Background: an optimization exercise with open tools, aiming at small area, a short achievable clock period and few clock cycles. Do not read the settings as production practice.
The RTL was checked by simulation tests, not by an equivalence proof against the original design.

## flow/design.v (module list and top-level ports; edited modules follow where they fit)
// module h64mix_mul: 1662 lines
// module h64mix_fa: 10 lines
// module hash64_multiply_mix_64bit_words_top: 171 lines
module hash64_multiply_mix_64bit_words_top (
   input  wire logic        clock,
   input  wire logic        reset,
   input  wire logic        req_valid,
   output logic             req_stall,
   input  wire logic [63:0] req_key_word,
   input  wire logic [3:0]  req_word_bytes,
   input  wire logic        req_last_word,
   input  wire logic [30:0] req_total_length,
   output logic             rsp_valid,
   input  wire logic        rsp_stall,
   output logic [63:0]      rsp_hash_value,
   input  wire logic        csr_valid,
   output logic             csr_ready,
   input  wire logic [31:0] csr_hash_seed
);
  // ...
==> flow/run.sh <==
#!/bin/bash
# synth_recipe.tcl (not shown) runs the flow's synth.tcl, then flattens the netlist and writes it again
# the make line also repeats each setting of config.mk as NAME=value (left out here)
make -C /OpenROAD-flow-scripts/flow DESIGN_CONFIG=/design/flow/config.mk WORK_HOME=/design/flow/orfs CLKGATE_MAP_FILE= SYNTH_SCRIPT=/design/flow/synth_recipe.tcl finish
==> flow/config.mk <==
export PLATFORM = sky130hd
export DESIGN_NAME = hash64_multiply_mix_64bit_words_top
export DESIGN_NICKNAME = hash64_multiply_mix_64bit_words_top
export VERILOG_FILES = /design/flow/design.v
export SDC_FILE = /design/flow/constraint.sdc
export NUM_CORES = 4
export LEC_CHECK = 0
export CAP_MARGIN = 20
export CORE_MARGIN = 2
export CORE_UTILIZATION = 40
export SETUP_SLACK_MARGIN = 5
export SLEW_MARGIN = 20
export SYNTH_HIERARCHICAL = 1
==> flow/constraint.sdc <==
create_clock -name core_clock -period 12.0 [get_ports {clock}]
set_input_delay 2.4000 -clock core_clock [delete_from_list [all_inputs] [get_ports {clock}]]
set_output_delay 2.4000 -clock core_clock [all_outputs]
set_load 0.01 [all_outputs]
==> flow_summary.html, run 1 <==
<table>
<tr><th>Metric</th><th>Value</th></tr>
<tr><th colspan="2">Status</th></tr>
<tr><td>Status</td><td>no timing/DRC/antenna violations</td></tr>
<tr><th colspan="2">Die</th></tr>
<tr><td>Starting density of the core</td><td>40.3%</td></tr>
<tr><td>Number of core rows</td><td>151</td></tr>
<tr><th colspan="2">Cells and area</th></tr>
<tr><td>Fin util</td><td>48.6%</td></tr>
<tr><td>Number of fill cells</td><td>14700</td></tr>
<tr><td>Antenna fix cells</td><td>0</td></tr>
<tr><td>Share of final layout cell area taken by clock buffers and inverters</td><td>1.65%</td></tr>
<tr><td>Plain + repair buffers</td><td>758</td></tr>
<tr><th colspan="2">Critical path</th></tr>
<tr><td>Flop-to-flop setup slack</td><td>4300 ps</td></tr>
<tr><td>Slowest cell on crit path</td><td>fa_1</td></tr>
<tr><td>Worst setup path category</td><td>reg -&gt; reg</td></tr>
<tr><td>Launch point of the critical path</td><td>xc_ff[28]</td></tr>
<tr><td>Worst Path Buf+Inv</td><td>6</td></tr>
<tr><th colspan="2">Route</th></tr>
<tr><td>Vias per cell</td><td>5.62</td></tr>
<tr><td>Highest Signal Layer</td><td>met5</td></tr>
<tr><th colspan="2">Global routing</th></tr>
<tr><td>Met1 capacity usage during global routing</td><td>36.1%</td></tr>
<tr><td>First-pass GRT wire length</td><td>354000 µm</td></tr>
<tr><td>Global Route met3 Usage</td><td>6.47%</td></tr>
<tr><th colspan="2">Synthesis</th></tr>
<tr><td>Share of synthesized area occupied by flip-flops and latches</td><td>12.7%</td></tr>
<tr><td>Number of instances in the synthesized netlist</td><td>5134</td></tr>
<tr><td>Xor/xnor cell area share of the yosys netlist</td><td>4.09%</td></tr>
<tr><th colspan="2">Clock tree</th></tr>
<tr><td>Clock tree root buffer cell</td><td>clkbuf_16</td></tr>
<tr><th colspan="2">Timing</th></tr>
<tr><td>Final worst path period need</td><td>7700 ps</td></tr>
<tr><td>Number of pins with negative max-slew slack in the final report</td><td>0</td></tr>
<tr><th colspan="2">Hold path</th></tr>
<tr><td>Cell count of the worst hold path</td><td>0</td></tr>
</table>
Testbench counts, summed over its fixed seeds: cycles 9,166.
==> run 2, diff against run 1 <==
--- a/flow/design.v
+++ b/flow/design.v
@@ -1478,194 +1478,338 @@
    wire pg29 = g0[57] | (p0[57] & g0[56]);
    wire pp29 = p0[57] & p0[56];
    wire pg30 = g0[59] | (p0[59] & g0[58]);
    wire pp30 = p0[59] & p0[58];
    wire pg31 = g0[61] | (p0[61] & g0[60]);
    wire pp31 = p0[61] & p0[60];
    wire pg32 = g0[63] | (p0[63] & g0[62]);
    wire pp32 = p0[63] & p0[62];
-   wire pg33 = pg2 | (pp2 & pg1);
-   wire pg34 = pg4 | (pp4 & pg3);
-   wire pp34 = pp4 & pp3;
-   wire pg35 = pg6 | (pp6 & pg5);
-   wire pp35 = pp6 & pp5;
-   wire pg36 = pg8 | (pp8 & pg7);
-   wire pp36 = pp8 & pp7;
-   wire pg37 = pg10 | (pp10 & pg9);
-   wire pp37 = pp10 & pp9;
-   wire pg38 = pg12 | (pp12 & pg11);
-   wire pp38 = pp12 & pp11;
-   wire pg39 = pg14 | (pp14 & pg13);
-   wire pp39 = pp14 & pp13;
-   wire pg40 = pg16 | (pp16 & pg15);
-   wire pp40 = pp16 & pp15;
-   wire pg41 = pg18 | (pp18 & pg17);
-   wire pp41 = pp18 & pp17;
-   wire pg42 = pg20 | (pp20 & pg19);
-   wire pp42 = pp20 & pp19;
-   wire pg43 = pg22 | (pp22 & pg21);
-   wire pp43 = pp22 & pp21;
-   wire pg44 = pg24 | (pp24 & pg23);
-   wire pp44 = pp24 & pp23;
-   wire pg45 = pg26 | (pp26 & pg25);
-   wire pp45 = pp26 & pp25;
-   wire pg46 = pg28 | (pp28 & pg27);
-   wire pp46 = pp28 & pp27;
-   wire pg47 = pg30 | (pp30 & pg29);
-   wire pp47 = pp30 & pp29;
-   wire pg48 = pg32 | (pp32 & pg31);
-   wire pp48 = pp32 & pp31;
-   wire pg49 = pg34 | (pp34 & pg33);
-   wire pg50 = pg36 | (pp36 & pg35);
-   wire pp50 = pp36 & pp35;
-   wire pg51 = pg38 | (pp38 & pg37);
-   wire pp51 = pp38 & pp37;
-   wire pg52 = pg40 | (pp40 & pg39);
-   wire pp52 = pp40 & pp39;
-   wire pg53 = pg42 | (pp42 & pg41);
-   wire pp53 = pp42 & pp41;
-   wire pg54 = pg44 | (pp44 & pg43);
-   wire pp54 = pp44 & pp43;
-   wire pg55 = pg46 | (pp46 & pg45);
-   wire pp55 = pp46 & pp45;
-   wire pg56 = pg48 | (pp48 & pg47);
-   wire pp56 = pp48 & pp47;
-   wire pg57 = pg50 | (pp50 & pg49);
-   wire pg58 = pg52 | (pp52 & pg51);
-   wire pp58 = pp52 & pp51;
-   wire pg59 = pg54 | (pp54 & pg53);
-   wire pp59 = pp54 & pp53;
-   wire pg60 = pg56 | (pp56 & pg55);
-   wire pp60 = pp56 & pp55;
-   wire pg61 = pg58 | (pp58 & pg57);
-   wire pg62 = pg60 | (pp60 & pg59);
-   wire pp62 = pp60 & pp59;
-   wire pg63 = pg62 | (pp62 & pg61);
-   wire pg64 = pg59 | (pp59 & pg61);
-   wire pg65 = pg51 | (pp51 & pg57);
-   wire pg66 = pg53 | (pp53 & pg61);
-   wire pg67 = pg55 | (pp55 & pg64);
-   wire pg68 = pg35 | (pp35 & pg49);
-   wire pg69 = pg37 | (pp37 & pg57);
-   wire pg70 = pg39 | (pp39 & pg65);
-   wire pg71 = pg41 | (pp41 & pg61);
-   wire pg72 = pg43 | (pp43 & pg66);
-   wire pg73 = pg45 | (pp45 & pg64);
-   wire pg74 = pg47 | (pp47 & pg67);
-   wire pg75 = pg3 | (pp3 & pg33);
-   wire pg76 = pg5 | (pp5 & pg49);
-   wire pg77 = pg7 | (pp7 & pg68);
-   wire pg78 = pg9 | (pp9 & pg57);
-   wire pg79 = pg11 | (pp11 & pg69);
-   wire pg80 = pg13 | (pp13 & pg65);
-   wire pg81 = pg15 | (pp15 & pg70);
-   wire pg82 = pg17 | (pp17 & pg61);
-   wire pg83 = pg19 | (pp19 & pg71);
-   wire pg84 = pg21 | (pp21 & pg66);
-   wire pg85 = pg23 | (pp23 & pg72);
-   wire pg86 = pg25 | (pp25 & pg64);
-   wire pg87 = pg27 | (pp27 & pg73);
-   wire pg88 = pg29 | (pp29 & pg67);
-   wire pg89 = pg31 | (pp31 & pg74);
-   wire pg90 = g0[2] | (p0[2] & pg1);
-   wire pg91 = g0[4] | (p0[4] & pg33);
-   wire pg92 = g0[6] | (p0[6] & pg75);
-   wire pg93 = g0[8] | (p0[8] & pg49);
-   wire pg94 = g0[10] | (p0[10] & pg76);
-   wire pg95 = g0[12] | (p0[12] & pg68);
-   wire pg96 = g0[14] | (p0[14] & pg77);
-   wire pg97 = g0[16] | (p0[16] & pg57);
-   wire pg98 = g0[18] | (p0[18] & pg78);
-   wire pg99 = g0[20] | (p0[20] & pg69);
-   wire pg100 = g0[22] | (p0[22] & pg79);
-   wire pg101 = g0[24] | (p0[24] & pg65);
-   wire pg102 = g0[26] | (p0[26] & pg80);
-   wire pg103 = g0[28] | (p0[28] & pg70);
-   wire pg104 = g0[30] | (p0[30] & pg81);
-   wire pg105 = g0[32] | (p0[32] & pg61);
-   wire pg106 = g0[34] | (p0[34] & pg82);
-   wire pg107 = g0[36] | (p0[36] & pg71);
-   wire pg108 = g0[38] | (p0[38] & pg83);
-   wire pg109 = g0[40] | (p0[40] & pg66);
-   wire pg110 = g0[42] | (p0[42] & pg84);
-   wire pg111 = g0[44] | (p0[44] & pg72);
-   wire pg112 = g0[46] | (p0[46] & pg85);
-   wire pg113 = g0[48] | (p0[48] & pg64);
-   wire pg114 = g0[50] | (p0[50] & pg86);
-   wire pg115 = g0[52] | (p0[52] & pg73);
-   wire pg116 = g0[54] | (p0[54] & pg87);
-   wire pg117 = g0[56] | (p0[56] & pg67);
-   wire pg118 = g0[58] | (p0[58] & pg88);
-   wire pg119 = g0[60] | (p0[60] & pg74);
-   wire pg120 = g0[62] | (p0[62] & pg89);
+   wire pg33 = g0[2] | (p0[2] & pg1);
+   wire pg34 = pg2 | (pp2 & pg1);
+   wire pg35 = g0[6] | (p0[6] & pg3);
+   wire pp35 = p0[6] & pp3;
+   wire pg36 = pg4 | (pp4 & pg3);
+   wire pp36 = pp4 & pp3;
+   wire pg37 = g0[10] | (p0[10] & pg5);
+   wire pp37 = p0[10] & pp5;
+   wire pg38 = pg6 | (pp6 & pg5);
+   wire pp38 = pp6 & pp5;
+   wire pg39 = g0[14] | (p0[14] & pg7);
+   wire pp39 = p0[14] & pp7;
+   wire pg40 = pg8 | (pp8 & pg7);
+   wire pp40 = pp8 & pp7;
+   wire pg41 = g0[18] | (p0[18] & pg9);
+   wire pp41 = p0[18] & pp9;
+   wire pg42 = pg10 | (pp10 & pg9);
+   wire pp42 = pp10 & pp9;
+   wire pg43 = g0[22] | (p0[22] & pg11);
+   wire pp43 = p0[22] & pp11;
+   wire pg44 = pg12 | (pp12 & pg11);
+   wire pp44 = pp12 & pp11;
+   wire pg45 = g0[26] | (p0[26] & pg13);
+   wire pp45 = p0[26] & pp13;
+   wire pg46 = pg14 | (pp14 & pg13);
+   wire pp46 = pp14 & pp13;
+   wire pg47 = g0[30] | (p0[30] & pg15);
+   wire pp47 = p0[30] & pp15;
+   wire pg48 = pg16 | (pp16 & pg15);
+   wire pp48 = pp16 & pp15;
+   wire pg49 = g0[34] | (p0[34] & pg17);
+   wire pp49 = p0[34] & pp17;
+   wire pg50 = pg18 | (pp18 & pg17);
+   wire pp50 = pp18 & pp17;
+   wire pg51 = g0[38] | (p0[38] & pg19);
+   wire pp51 = p0[38] & pp19;
+   wire pg52 = pg20 | (pp20 & pg19);
+   wire pp52 = pp20 & pp19;
+   wire pg53 = g0[42] | (p0[42] & pg21);
+   wire pp53 = p0[42] & pp21;
+   wire pg54 = pg22 | (pp22 & pg21);
+   wire pp54 = pp22 & pp21;
+   wire pg55 = g0[46] | (p0[46] & pg23);
+   wire pp55 = p0[46] & pp23;
+   wire pg56 = pg24 | (pp24 & pg23);
+   wire pp56 = pp24 & pp23;
+   wire pg57 = g0[50] | (p0[50] & pg25);
+   wire pp57 = p0[50] & pp25;
+   wire pg58 = pg26 | (pp26 & pg25);
+   wire pp58 = pp26 & pp25;
+   wire pg59 = g0[54] | (p0[54] & pg27);
+   wire pp59 = p0[54] & pp27;
+   wire pg60 = pg28 | (pp28 & pg27);
+   wire pp60 = pp28 & pp27;
+   wire pg61 = g0[58] | (p0[58] & pg29);
+   wire pp61 = p0[58] & pp29;
+   wire pg62 = pg30 | (pp30 & pg29);
+   wire pp62 = pp30 & pp29;
+   wire pg63 = g0[62] | (p0[62] & pg31);
+   wire pp63 = p0[62] & pp31;
+   wire pg64 = pg32 | (pp32 & pg31);
+   wire pp64 = pp32 & pp31;
+   wire pg65 = g0[4] | (p0[4] & pg34);
+   wire pg66 = pg3 | (pp3 & pg34);
+   wire pg67 = pg35 | (pp35 & pg34);
+   wire pg68 = pg36 | (pp36 & pg34);
+   wire pg69 = g0[12] | (p0[12] & pg38);
+   wire pp69 = p0[12] & pp38;
+   wire pg70 = pg7 | (pp7 & pg38);
+   wire pp70 = pp7 & pp38;
+   wire pg71 = pg39 | (pp39 & pg38);
+   wire pp71 = pp39 & pp38;
+   wire pg72 = pg40 | (pp40 & pg38);
+   wire pp72 = pp40 & pp38;
+   wire pg73 = g0[20] | (p0[20] & pg42);
+   wire pp73 = p0[20] & pp42;
+   wire pg74 = pg11 | (pp11 & pg42);
+   wire pp74 = pp11 & pp42;
+   wire pg75 = pg43 | (pp43 & pg42);
+   wire pp75 = pp43 & pp42;
+   wire pg76 = pg44 | (pp44 & pg42);
+   wire pp76 = pp44 & pp42;
+   wire pg77 = g0[28] | (p0[28] & pg46);
+   wire pp77 = p0[28] & pp46;
+   wire pg78 = pg15 | (pp15 & pg46);
+   wire pp78 = pp15 & pp46;
+   wire pg79 = pg47 | (pp47 & pg46);
+   wire pp79 = pp47 & pp46;
+   wire pg80 = pg48 | (pp48 & pg46);
+   wire pp80 = pp48 & pp46;
+   wire pg81 = g0[36] | (p0[36] & pg50);
+   wire pp81 = p0[36] & pp50;
+   wire pg82 = pg19 | (pp19 & pg50);
+   wire pp82 = pp19 & pp50;
+   wire pg83 = pg51 | (pp51 & pg50);
+   wire pp83 = pp51 & pp50;
+   wire pg84 = pg52 | (pp52 & pg50);
+   wire pp84 = pp52 & pp50;
+   wire pg85 = g0[44] | (p0[44] & pg54);
+   wire pp85 = p0[44] & pp54;
+   wire pg86 = pg23 | (pp23 & pg54);
+   wire pp86 = pp23 & pp54;
+   wire pg87 = pg55 | (pp55 & pg54);
+   wire pp87 = pp55 & pp54;
+   wire pg88 = pg56 | (pp56 & pg54);
+   wire pp88 = pp56 & pp54;
+   wire pg89 = g0[52] | (p0[52] & pg58);
+   wire pp89 = p0[52] & pp58;
+   wire pg90 = pg27 | (pp27 & pg58);
+   wire pp90 = pp27 & pp58;
+   wire pg91 = pg59 | (pp59 & pg58);
+   wire pp91 = pp59 & pp58;
+   wire pg92 = pg60 | (pp60 & pg58);
+   wire pp92 = pp60 & pp58;
+   wire pg93 = g0[60] | (p0[60] & pg62);
+   wire pp93 = p0[60] & pp62;
+   wire pg94 = pg31 | (pp31 & pg62);
+   wire pp94 = pp31 & pp62;
+   wire pg95 = pg63 | (pp63 & pg62);
+   wire pp95 = pp63 & pp62;
+   wire pg96 = pg64 | (pp64 & pg62);
+   wire pp96 = pp64 & pp62;
+   wire pg97 = g0[8] | (p0[8] & pg68);
+   wire pg98 = pg5 | (pp5 & pg68);
+   wire pg99 = pg37 | (pp37 & pg68);
+   wire pg100 = pg38 | (pp38 & pg68);
+   wire pg101 = pg69 | (pp69 & pg68);
+   wire pg102 = pg70 | (pp70 & pg68);
+   wire pg103 = pg71 | (pp71 & pg68);
+   wire pg104 = pg72 | (pp72 & pg68);
+   wire pg105 = g0[24] | (p0[24] & pg76);
+   wire pp105 = p0[24] & pp76;
+   wire pg106 = pg13 | (pp13 & pg76);
+   wire pp106 = pp13 & pp76;
+   wire pg107 = pg45 | (pp45 & pg76);
+   wire pp107 = pp45 & pp76;
+   wire pg108 = pg46 | (pp46 & pg76);
+   wire pp108 = pp46 & pp76;
+   wire pg109 = pg77 | (pp77 & pg76);
+   wire pp109 = pp77 & pp76;
+   wire pg110 = pg78 | (pp78 & pg76);
+   wire pp110 = pp78 & pp76;
+   wire pg111 = pg79 | (pp79 & pg76);
+   wire pp111 = pp79 & pp76;
+   wire pg112 = pg80 | (pp80 & pg76);
+   wire pp112 = pp80 & pp76;
+   wire pg113 = g0[40] | (p0[40] & pg84);
+   wire pp113 = p0[40] & pp84;
+   wire pg114 = pg21 | (pp21 & pg84);
+   wire pp114 = pp21 & pp84;
+   wire pg115 = pg53 | (pp53 & pg84);
+   wire pp115 = pp53 & pp84;
+   wire pg116 = pg54 | (pp54 & pg84);
+   wire pp116 = pp54 & pp84;
+   wire pg117 = pg85 | (pp85 & pg84);
+   wire pp117 = pp85 & pp84;
+   wire pg118 = pg86 | (pp86 & pg84);
+   wire pp118 = pp86 & pp84;
+   wire pg119 = pg87 | (pp87 & pg84);
+   wire pp119 = pp87 & pp84;
+   wire pg120 = pg88 | (pp88 & pg84);
+   wire pp120 = pp88 & pp84;
+   wire pg121 = g0[56] | (p0[56] & pg92);
+   wire pp121 = p0[56] & pp92;
+   wire pg122 = pg29 | (pp29 & pg92);
+   wire pp122 = pp29 & pp92;
+   wire pg123 = pg61 | (pp61 & pg92);
+   wire pp123 = pp61 & pp92;
+   wire pg124 = pg62 | (pp62 & pg92);
+   wire pp124 = pp62 & pp92;
+   wire pg125 = pg93 | (pp93 & pg92);
+   wire pp125 = pp93 & pp92;
+   wire pg126 = pg94 | (pp94 & pg92);
+   wire pp126 = pp94 & pp92;
+   wire pg127 = pg95 | (pp95 & pg92);
+   wire pp127 = pp95 & pp92;
+   wire pg128 = pg96 | (pp96 & pg92);
+   wire pp128 = pp96 & pp92;
+   wire pg129 = g0[16] | (p0[16] & pg104);
+   wire pg130 = pg9 | (pp9 & pg104);
+   wire pg131 = pg41 | (pp41 & pg104);
+   wire pg132 = pg42 | (pp42 & pg104);
+   wire pg133 = pg73 | (pp73 & pg104);
+   wire pg134 = pg74 | (pp74 & pg104);
+   wire pg135 = pg75 | (pp75 & pg104);
+   wire pg136 = pg76 | (pp76 & pg104);
+   wire pg137 = pg105 | (pp105 & pg104);
+   wire pg138 = pg106 | (pp106 & pg104);
+   wire pg139 = pg107 | (pp107 & pg104);
+   wire pg140 = pg108 | (pp108 & pg104);
+   wire pg141 = pg109 | (pp109 & pg104);
+   wire pg142 = pg110 | (pp110 & pg104);
+   wire pg143 = pg111 | (pp111 & pg104);
+   wire pg144 = pg112 | (pp112 & pg104);
+   wire pg145 = g0[48] | (p0[48] & pg120);
+   wire pp145 = p0[48] & pp120;
+   wire pg146 = pg25 | (pp25 & pg120);
+   wire pp146 = pp25 & pp120;
+   wire pg147 = pg57 | (pp57 & pg120);
+   wire pp147 = pp57 & pp120;
+   wire pg148 = pg58 | (pp58 & pg120);
+   wire pp148 = pp58 & pp120;
+   wire pg149 = pg89 | (pp89 & pg120);
+   wire pp149 = pp89 & pp120;
+   wire pg150 = pg90 | (pp90 & pg120);
+   wire pp150 = pp90 & pp120;
+   wire pg151 = pg91 | (pp91 & pg120);
+   wire pp151 = pp91 & pp120;
+   wire pg152 = pg92 | (pp92 & pg120);
+   wire pp152 = pp92 & pp120;
+   wire pg153 = pg121 | (pp121 & pg120);
+   wire pp153 = pp121 & pp120;
+   wire pg154 = pg122 | (pp122 & pg120);
+   wire pp154 = pp122 & pp120;
+   wire pg155 = pg123 | (pp123 & pg120);
+   wire pp155 = pp123 & pp120;
+   wire pg156 = pg124 | (pp124 & pg120);
+   wire pp156 = pp124 & pp120;
+   wire pg157 = pg125 | (pp125 & pg120);
+   wire pp157 = pp125 & pp120;
+   wire pg158 = pg126 | (pp126 & pg120);
+   wire pp158 = pp126 & pp120;
+   wire pg159 = pg127 | (pp127 & pg120);
+   wire pp159 = pp127 & pp120;
+   wire pg160 = pg128 | (pp128 & pg120);
+   wire pp160 = pp128 & pp120;
+   wire pg161 = g0[32] | (p0[32] & pg144);
+   wire pg162 = pg17 | (pp17 & pg144);
+   wire pg163 = pg49 | (pp49 & pg144);
+   wire pg164 = pg50 | (pp50 & pg144);
+   wire pg165 = pg81 | (pp81 & pg144);
+   wire pg166 = pg82 | (pp82 & pg144);
+   wire pg167 = pg83 | (pp83 & pg144);
+   wire pg168 = pg84 | (pp84 & pg144);
+   wire pg169 = pg113 | (pp113 & pg144);
+   wire pg170 = pg114 | (pp114 & pg144);
+   wire pg171 = pg115 | (pp115 & pg144);
+   wire pg172 = pg116 | (pp116 & pg144);
+   wire pg173 = pg117 | (pp117 & pg144);
+   wire pg174 = pg118 | (pp118 & pg144);
+   wire pg175 = pg119 | (pp119 & pg144);
+   wire pg176 = pg120 | (pp120 & pg144);
+   wire pg177 = pg145 | (pp145 & pg144);
+   wire pg178 = pg146 | (pp146 & pg144);
+   wire pg179 = pg147 | (pp147 & pg144);
+   wire pg180 = pg148 | (pp148 & pg144);
+   wire pg181 = pg149 | (pp149 & pg144);
+   wire pg182 = pg150 | (pp150 & pg144);
+   wire pg183 = pg151 | (pp151 & pg144);
+   wire pg184 = pg152 | (pp152 & pg144);
+   wire pg185 = pg153 | (pp153 & pg144);
+   wire pg186 = pg154 | (pp154 & pg144);
+   wire pg187 = pg155 | (pp155 & pg144);
+   wire pg188 = pg156 | (pp156 & pg144);
+   wire pg189 = pg157 | (pp157 & pg144);
+   wire pg190 = pg158 | (pp158 & pg144);
+   wire pg191 = pg159 | (pp159 & pg144);
+   wire pg192 = pg160 | (pp160 & pg144);
    assign product[0] = p0[0];
    assign product[1] = p0[1] ^ g0[0];
    assign product[2] = p0[2] ^ pg1;
-   assign product[3] = p0[3] ^ pg90;
-   assign product[4] = p0[4] ^ pg33;
-   assign product[5] = p0[5] ^ pg91;
-   assign product[6] = p0[6] ^ pg75;
-   assign product[7] = p0[7] ^ pg92;
-   assign product[8] = p0[8] ^ pg49;
-   assign product[9] = p0[9] ^ pg93;
-   assign product[10] = p0[10] ^ pg76;
-   assign product[11] = p0[11] ^ pg94;
-   assign product[12] = p0[12] ^ pg68;
-   assign product[13] = p0[13] ^ pg95;
-   assign product[14] = p0[14] ^ pg77;
-   assign product[15] = p0[15] ^ pg96;
-   assign product[16] = p0[16] ^ pg57;
-   assign product[17] = p0[17] ^ pg97;
-   assign product[18] = p0[18] ^ pg78;
-   assign product[19] = p0[19] ^ pg98;
-   assign product[20] = p0[20] ^ pg69;
-   assign product[21] = p0[21] ^ pg99;
-   assign product[22] = p0[22] ^ pg79;
-   assign product[23] = p0[23] ^ pg100;
-   assign product[24] = p0[24] ^ pg65;
-   assign product[25] = p0[25] ^ pg101;
-   assign product[26] = p0[26] ^ pg80;
-   assign product[27] = p0[27] ^ pg102;
-   assign product[28] = p0[28] ^ pg70;
-   assign product[29] = p0[29] ^ pg103;
-   assign product[30] = p0[30] ^ pg81;
-   assign product[31] = p0[31] ^ pg104;
-   assign product[32] = p0[32] ^ pg61;
-   assign product[33] = p0[33] ^ pg105;
-   assign product[34] = p0[34] ^ pg82;
-   assign product[35] = p0[35] ^ pg106;
-   assign product[36] = p0[36] ^ pg71;
-   assign product[37] = p0[37] ^ pg107;
-   assign product[38] = p0[38] ^ pg83;
-   assign product[39] = p0[39] ^ pg108;
-   assign product[40] = p0[40] ^ pg66;
-   assign product[41] = p0[41] ^ pg109;
-   assign product[42] = p0[42] ^ pg84;
-   assign product[43] = p0[43] ^ pg110;
-   assign product[44] = p0[44] ^ pg72;
-   assign product[45] = p0[45] ^ pg111;
-   assign product[46] = p0[46] ^ pg85;
-   assign product[47] = p0[47] ^ pg112;
-   assign product[48] = p0[48] ^ pg64;
-   assign product[49] = p0[49] ^ pg113;
-   assign product[50] = p0[50] ^ pg86;
-   assign product[51] = p0[51] ^ pg114;
-   assign product[52] = p0[52] ^ pg73;
-   assign product[53] = p0[53] ^ pg115;
-   assign product[54] = p0[54] ^ pg87;
-   assign product[55] = p0[55] ^ pg116;
-   assign product[56] = p0[56] ^ pg67;
-   assign product[57] = p0[57] ^ pg117;
-   assign product[58] = p0[58] ^ pg88;
-   assign product[59] = p0[59] ^ pg118;
-   assign product[60] = p0[60] ^ pg74;
-   assign product[61] = p0[61] ^ pg119;
-   assign product[62] = p0[62] ^ pg89;
-   assign product[63] = p0[63] ^ pg120;
+   assign product[3] = p0[3] ^ pg33;
+   assign product[4] = p0[4] ^ pg34;
+   assign product[5] = p0[5] ^ pg65;
+   assign product[6] = p0[6] ^ pg66;
+   assign product[7] = p0[7] ^ pg67;
+   assign product[8] = p0[8] ^ pg68;
+   assign product[9] = p0[9] ^ pg97;
+   assign product[10] = p0[10] ^ pg98;
+   assign product[11] = p0[11] ^ pg99;
+   assign product[12] = p0[12] ^ pg100;
+   assign product[13] = p0[13] ^ pg101;
+   assign product[14] = p0[14] ^ pg102;
+   assign product[15] = p0[15] ^ pg103;
+   assign product[16] = p0[16] ^ pg104;
+   assign product[17] = p0[17] ^ pg129;
+   assign product[18] = p0[18] ^ pg130;
+   assign product[19] = p0[19] ^ pg131;
+   assign product[20] = p0[20] ^ pg132;
+   assign product[21] = p0[21] ^ pg133;
+   assign product[22] = p0[22] ^ pg134;
+   assign product[23] = p0[23] ^ pg135;
+   assign product[24] = p0[24] ^ pg136;
+   assign product[25] = p0[25] ^ pg137;
+   assign product[26] = p0[26] ^ pg138;
+   assign product[27] = p0[27] ^ pg139;
+   assign product[28] = p0[28] ^ pg140;
+   assign product[29] = p0[29] ^ pg141;
+   assign product[30] = p0[30] ^ pg142;
+   assign product[31] = p0[31] ^ pg143;
+   assign product[32] = p0[32] ^ pg144;
+   assign product[33] = p0[33] ^ pg161;
+   assign product[34] = p0[34] ^ pg162;
+   assign product[35] = p0[35] ^ pg163;
+   assign product[36] = p0[36] ^ pg164;
+   assign product[37] = p0[37] ^ pg165;
+   assign product[38] = p0[38] ^ pg166;
+   assign product[39] = p0[39] ^ pg167;
+   assign product[40] = p0[40] ^ pg168;
+   assign product[41] = p0[41] ^ pg169;
+   assign product[42] = p0[42] ^ pg170;
+   assign product[43] = p0[43] ^ pg171;
+   assign product[44] = p0[44] ^ pg172;
+   assign product[45] = p0[45] ^ pg173;
+   assign product[46] = p0[46] ^ pg174;
+   assign product[47] = p0[47] ^ pg175;
+   assign product[48] = p0[48] ^ pg176;
+   assign product[49] = p0[49] ^ pg177;
+   assign product[50] = p0[50] ^ pg178;
+   assign product[51] = p0[51] ^ pg179;
+   assign product[52] = p0[52] ^ pg180;
+   assign product[53] = p0[53] ^ pg181;
+   assign product[54] = p0[54] ^ pg182;
+   assign product[55] = p0[55] ^ pg183;
+   assign product[56] = p0[56] ^ pg184;
+   assign product[57] = p0[57] ^ pg185;
+   assign product[58] = p0[58] ^ pg186;
+   assign product[59] = p0[59] ^ pg187;
+   assign product[60] = p0[60] ^ pg188;
+   assign product[61] = p0[61] ^ pg189;
+   assign product[62] = p0[62] ^ pg190;
+   assign product[63] = p0[63] ^ pg191;
 endmodule
 module h64mix_fa (
    input  wire logic a,
    input  wire logic b,
    input  wire logic c,
    output logic      s,
    output logic      co
 );
==> run 2 against run 1 <==
- setup slack gained 790 ps
- register-to-register slack gained 790 ps
- sequential cell count is the same
- fmax grew 11%
- design area shrank 2.6%
- non-clock buffer count shrank 119
- die area grew 0.55%
- first-iteration DRC count shrank 13%
- largest cell class unchanged
- critical path type unchanged
- via count is essentially flat
- global-route usage shrank 0.77 points
- still clean
- wire length shrank 3.0%
==> flow_summary.html, run 2 <==
<table>
<tr><th>Metric</th><th>Value</th></tr>
<tr><th colspan="2">Synthesis</th></tr>
<tr><td>Top-area cell type share of the netlist area</td><td>60.0%</td></tr>
<tr><td>Total of warnings raised by yosys</td><td>7</td></tr>
<tr><td>Async SR Flop Fraction</td><td>0%</td></tr>
<tr><td>Post-synth top cells</td><td>fa_1 (2055), inv_1 (743), nand2_1 (276)</td></tr>
<tr><td>Summed instance area of the synthesized netlist</td><td>68500 µm²</td></tr>
<tr><td>Count of state elements after synthesis</td><td>301</td></tr>
<tr><td>Cell type with the highest aggregate area in the netlist</td><td>fa_1</td></tr>
<tr><td>Most area-consuming cells after synthesis</td><td>fa_1 (60%), edfxtp_1 (11%), ha_1 (4.5%), inv_1 (4.1%), xnor2_1 (3.0%)</td></tr>
<tr><td>Post-Syn Nets</td><td>7755</td></tr>
<tr><td>Number of instances in the synthesized netlist</td><td>5314 (+3.5%)</td></tr>
<tr><td>Share of synthesized area occupied by flip-flops and latches</td><td>12.6% (-0.070 points)</td></tr>
<tr><td>Distinct cell type count after synthesis</td><td>76</td></tr>
<tr><td>Leading cell type by number of instances after synthesis</td><td>fa_1</td></tr>
<tr><td>Average instance area after synthesis</td><td>12.9 µm²</td></tr>
<tr><td>Post-synth EDFFs</td><td>260</td></tr>
<tr><td>Dominant synthesized flop cell</td><td>edfxtp_1</td></tr>
<tr><th colspan="2">Clock tree</th></tr>
<tr><td>Number of levels the H-tree was split into</td><td>2</td></tr>
<tr><td>CTS Hold Bufs</td><td>0</td></tr>
<tr><td>Clock latency of the later-clocked register in the worst-skew pair</td><td>690 ps</td></tr>
<tr><td>Clk slew on worst S/H paths</td><td>60 ps</td></tr>
<tr><td>Clock sinks</td><td>301</td></tr>
<tr><td>TritonCTS Buffers</td><td>45</td></tr>
<tr><td>Buffers from clock root to sink, at most</td><td>3</td></tr>
<tr><td>Clock tree root buffer cell</td><td>clkbuf_16</td></tr>
<tr><td>Clock tree from TritonCTS</td><td>done</td></tr>
<tr><th colspan="2">Route</th></tr>
<tr><td>Violation count after the first detailed-routing iteration</td><td>3882</td></tr>
<tr><td>Vias</td><td>45400</td></tr>
<tr><td>Drt wl/cell</td><td>29.1 µm</td></tr>
<tr><td>Router iterations before antenna repair</td><td>5</td></tr>
<tr><td>Post-route DRC</td><td>0</td></tr>
<tr><td>Antenna viol nets, final</td><td>0</td></tr>
<tr><td>Total detailed-routing wirelength</td><td>237000 µm</td></tr>
<tr><td>Vias per cell</td><td>5.57 (-0.97%)</td></tr>
<tr><th colspan="2">Critical path</th></tr>
<tr><td>Flop-to-flop setup slack</td><td>5090 ps (+790 ps)</td></tr>
<tr><td>Worst Path Max Fanout</td><td>6</td></tr>
<tr><td>Endpoint required time on the critical path</td><td>12390 ps</td></tr>
<tr><td>Nature of the critical path startpoint</td><td>flop</td></tr>
<tr><td>Kind of capture point of the worst setup path</td><td>flop</td></tr>
<tr><td>Arr. time, crit path</td><td>7290 ps</td></tr>
<tr><td>Worst setup path category</td><td>reg -&gt; reg</td></tr>
<tr><th colspan="2">Placement</th></tr>
<tr><td>Final weighted congestion in routability-driven placement</td><td>0.988</td></tr>
<tr><td>Post-Place Cells</td><td>7789</td></tr>
<tr><td>Port Buf Inserts</td><td>202</td></tr>
<tr><td>Post-detailed-placement half-perimeter wirelength</td><td>177000 µm</td></tr>
<tr><td>Area of placed instances</td><td>74200 µm²</td></tr>
<tr><td>DP Worst Slack</td><td>4150 ps</td></tr>
<tr><th colspan="2">Hold path</th></tr>
<tr><td>Hold/Removal Path Class</td><td>reg -&gt; reg</td></tr>
<tr><th colspan="2">Global routing</th></tr>
<tr><td>Pin count of the biggest net entering global routing</td><td>74</td></tr>
<tr><td>Vias in the first global route</td><td>51000</td></tr>
<tr><td>First-pass GRT wire length</td><td>347000 µm (-1.8%)</td></tr>
<tr><td>Total congestion overflow</td><td>0</td></tr>
<tr><td>Initial antenna violation count</td><td>5</td></tr>
<tr><td>All-layer global routing usage</td><td>27.8%</td></tr>
<tr><th colspan="2">Cells and area</th></tr>
<tr><td>Design Area, Final</td><td>80200 µm²</td></tr>
<tr><td>Final standard cell count with taps included and fillers excluded</td><td>8153</td></tr>
<tr><td>Fin util</td><td>47.2% (-1.4 points)</td></tr>
<tr><td>Commonest non-fill, non-tap cell in the layout</td><td>fa_1</td></tr>
<tr><td>Number of fill cells</td><td>15000 (+1.9%)</td></tr>
<tr><td>Layout area overhead</td><td>17.0%</td></tr>
<tr><td>Most frequent cells in the layout</td><td>fa_1 (2044), inv_1 (740), buf_4 (291), nand2_1 (275), edfxtp_1 (260)</td></tr>
<tr><td>Layout cell share with drive strength beyond 1</td><td>12.8%</td></tr>
<tr><td>Final nets</td><td>8339</td></tr>
<tr><th colspan="2">Die</th></tr>
<tr><td>Total die area</td><td>175000 µm²</td></tr>
<tr><td>Overall die width</td><td>418 µm</td></tr>
<tr><td>Number of core rows</td><td>151 (unchanged)</td></tr>
<tr><td>Die H</td><td>418 µm</td></tr>
<tr><td>Starting density of the core</td><td>40.4% (+0.089 points)</td></tr>
<tr><td>I/O Pins</td><td>204</td></tr>
<tr><td>Core ar.</td><td>170000 µm²</td></tr>
<tr><th colspan="2">Timing</th></tr>
<tr><td>Final critical-path share of the clock period</td><td>57.5%</td></tr>
<tr><td>Achievable clock frequency</td><td>145 MHz</td></tr>
<tr><td>Unrepaired setup endpoints after global routing</td><td>true</td></tr>
<tr><td>Number of pins with negative max-slew slack in the final report</td><td>0 (unchanged)</td></tr>
<tr><td>Worst path setup slack after routing</td><td>5090 ps</td></tr>
<tr><td>Hold Fails Final Rpt</td><td>0</td></tr>
<tr><td>Transition at the pin with the smallest max-transition slack</td><td>1020 ps</td></tr>
<tr><td>Post-Route Setup TNS</td><td>0 ps</td></tr>
<tr><td># setup viols final</td><td>0</td></tr>
<tr><td>Worst hold slack</td><td>431 ps</td></tr>
<tr><td>Final worst path period need</td><td>6910 ps (-791 ps)</td></tr>
<tr><td>Worst clock skew</td><td>94.3 ps</td></tr>
<tr><td>Remaining max-slew budget at the tightest pin</td><td>30.7%</td></tr>
<tr><th colspan="2">Run</th></tr>
<tr><td># Max-Cap Violations</td><td>0</td></tr>
<tr><th colspan="2">Status</th></tr>
<tr><td>Status</td><td>no timing/DRC/antenna violations</td></tr>
</table>
-- run 2: cell types whose count changed in the layout (fill, tap and decap cells not counted), moves of 22 or more --
cell,delta
o21ai_0,+31
o21ai_1,-24
a21o_1,-22
buf_4,-37
ha_4,-31
buf_12,-36
fa_2,-70
a21oi_1,+29
inv_1,+27
xnor2_1,+72
buf_6,-51
ha_1,+29
nor2_1,+51
nand4_1,-27
-- run 2: per-module statistics from Yosys, one instance, submodules excluded --
module	flops+latches	cells inside	times used	cell area (µm²)
hash64_multiply_mix_64bit_words_top	301	1513	1	16200
h64mix_fa	0	1	2040	20.0
h64mix_mul	0	587	3	3820
-- run 2: routing by layer --
layer	track usage (%)	vias up	wire, µm
met4	15.2	0	16300
met1	35.7	24500	89300
met5	0	-	0
li1	-	18000	-
met3	5.85	507	20400
met2	44.2	2384	111000
-- run 2: layout make-up --
class                      count  area, µm²  area share [%]
multi-input combinational   4165      57900            72.2
timing repair buffer         639       6570            8.19
inverter                     746       2800            3.50
clock inverter                24        290           0.362
tap                         2218       2780            3.46
antenna                        1       2.50         0.00312
clock buffer                  59       1250            1.56
sequential                   301       8630            10.8
-- run 2: what timing repair did --
item                                    CTS  global route
gates cloned                              0             4
endpoints found under the setup margin  116            77
buffers inserted                        132           144
resized for setup                       200           232
pin swaps                                16            91
-- run 2: cell families (layout without fill, tap and decap cells) --
group	count (synthesis)	after routing	synth area share, %
compound gates	679	679	6.66
flops	301	301	12.6
fa+ha+maj	2304	2304	64.6
other cells	1	2	0.00547
xor+xnor	369	369	4.71
mux	142	142	2.17
simple gates	670	670	4.53
buf+inv	848	1468	4.77
-- run 2: path summary, 6_finish.rpt --
check | startpoint | cells after the start | endpoint
worst max-delay path | xc_ff[12] | 22 | xc_ff[62]
worst min-delay path | ta_first_ff | 0 | tb_first_ff
worst max register to register | xc_ff[12] | 22 | xc_ff[62]
worst min register to register | ta_first_ff | 0 | tb_first_ff
-- run 2: critical path, stage by stage, from the launching register on --
cell,delay [ps]
edfxtp_1,440
buf_12,190
fa_1,590
fa_1,450
fa_1,530
fa_2,620
fa_1,440
fa_1,490
fa_2,640
ha_4,220
a21o_1,160
a21o_1,180
a21oi_2,110
o21a_1,170
o22ai_2,90
a211oi_2,260
o21bai_1,150
xor2_2,160
buf_6,140
mux2i_1,120
o21ai_1,100
a211oi_2,280
nor2_1,60
Testbench counts of run 2, summed over its fixed seeds: cycles 9,166.

re-timing with driven ports:
The results above use ideal ports. As a check the final layouts listed here were re-extracted and re-timed, cells and wires unchanged. Step 1 (the two cells are an assumption about what drives the block):
set clk [get_ports {clock}]
set_driving_cell -lib_cell sky130_fd_sc_hd__clkbuf_16 $clk
set_driving_cell -lib_cell sky130_fd_sc_hd__buf_2 [delete_from_list [all_inputs] $clk]
Step 2, shift: input delay + t, output delay - t, t = (earliest + latest rising clock arrival at the registers) / 2. This alone moves slack from input paths to output paths. a / b / c = no drivers / after step 1 / after step 2; a / b = the first two.
| run | t (ns) | setup slack, ns | hold slack, ns | clock arrival spread, ns |
|---|---|---|---|---|
| run 1 | 0.704 | 4.304 / 4.304 / 4.304 | 0.420 / 0.420 / 0.420 | 0.047 / 0.047 |
| run 2 | 0.727 | 5.095 / 5.095 / 5.095 | 0.431 / 0.431 / 0.431 | 0.098 / 0.098 |
After both steps every run listed still meets setup and hold.
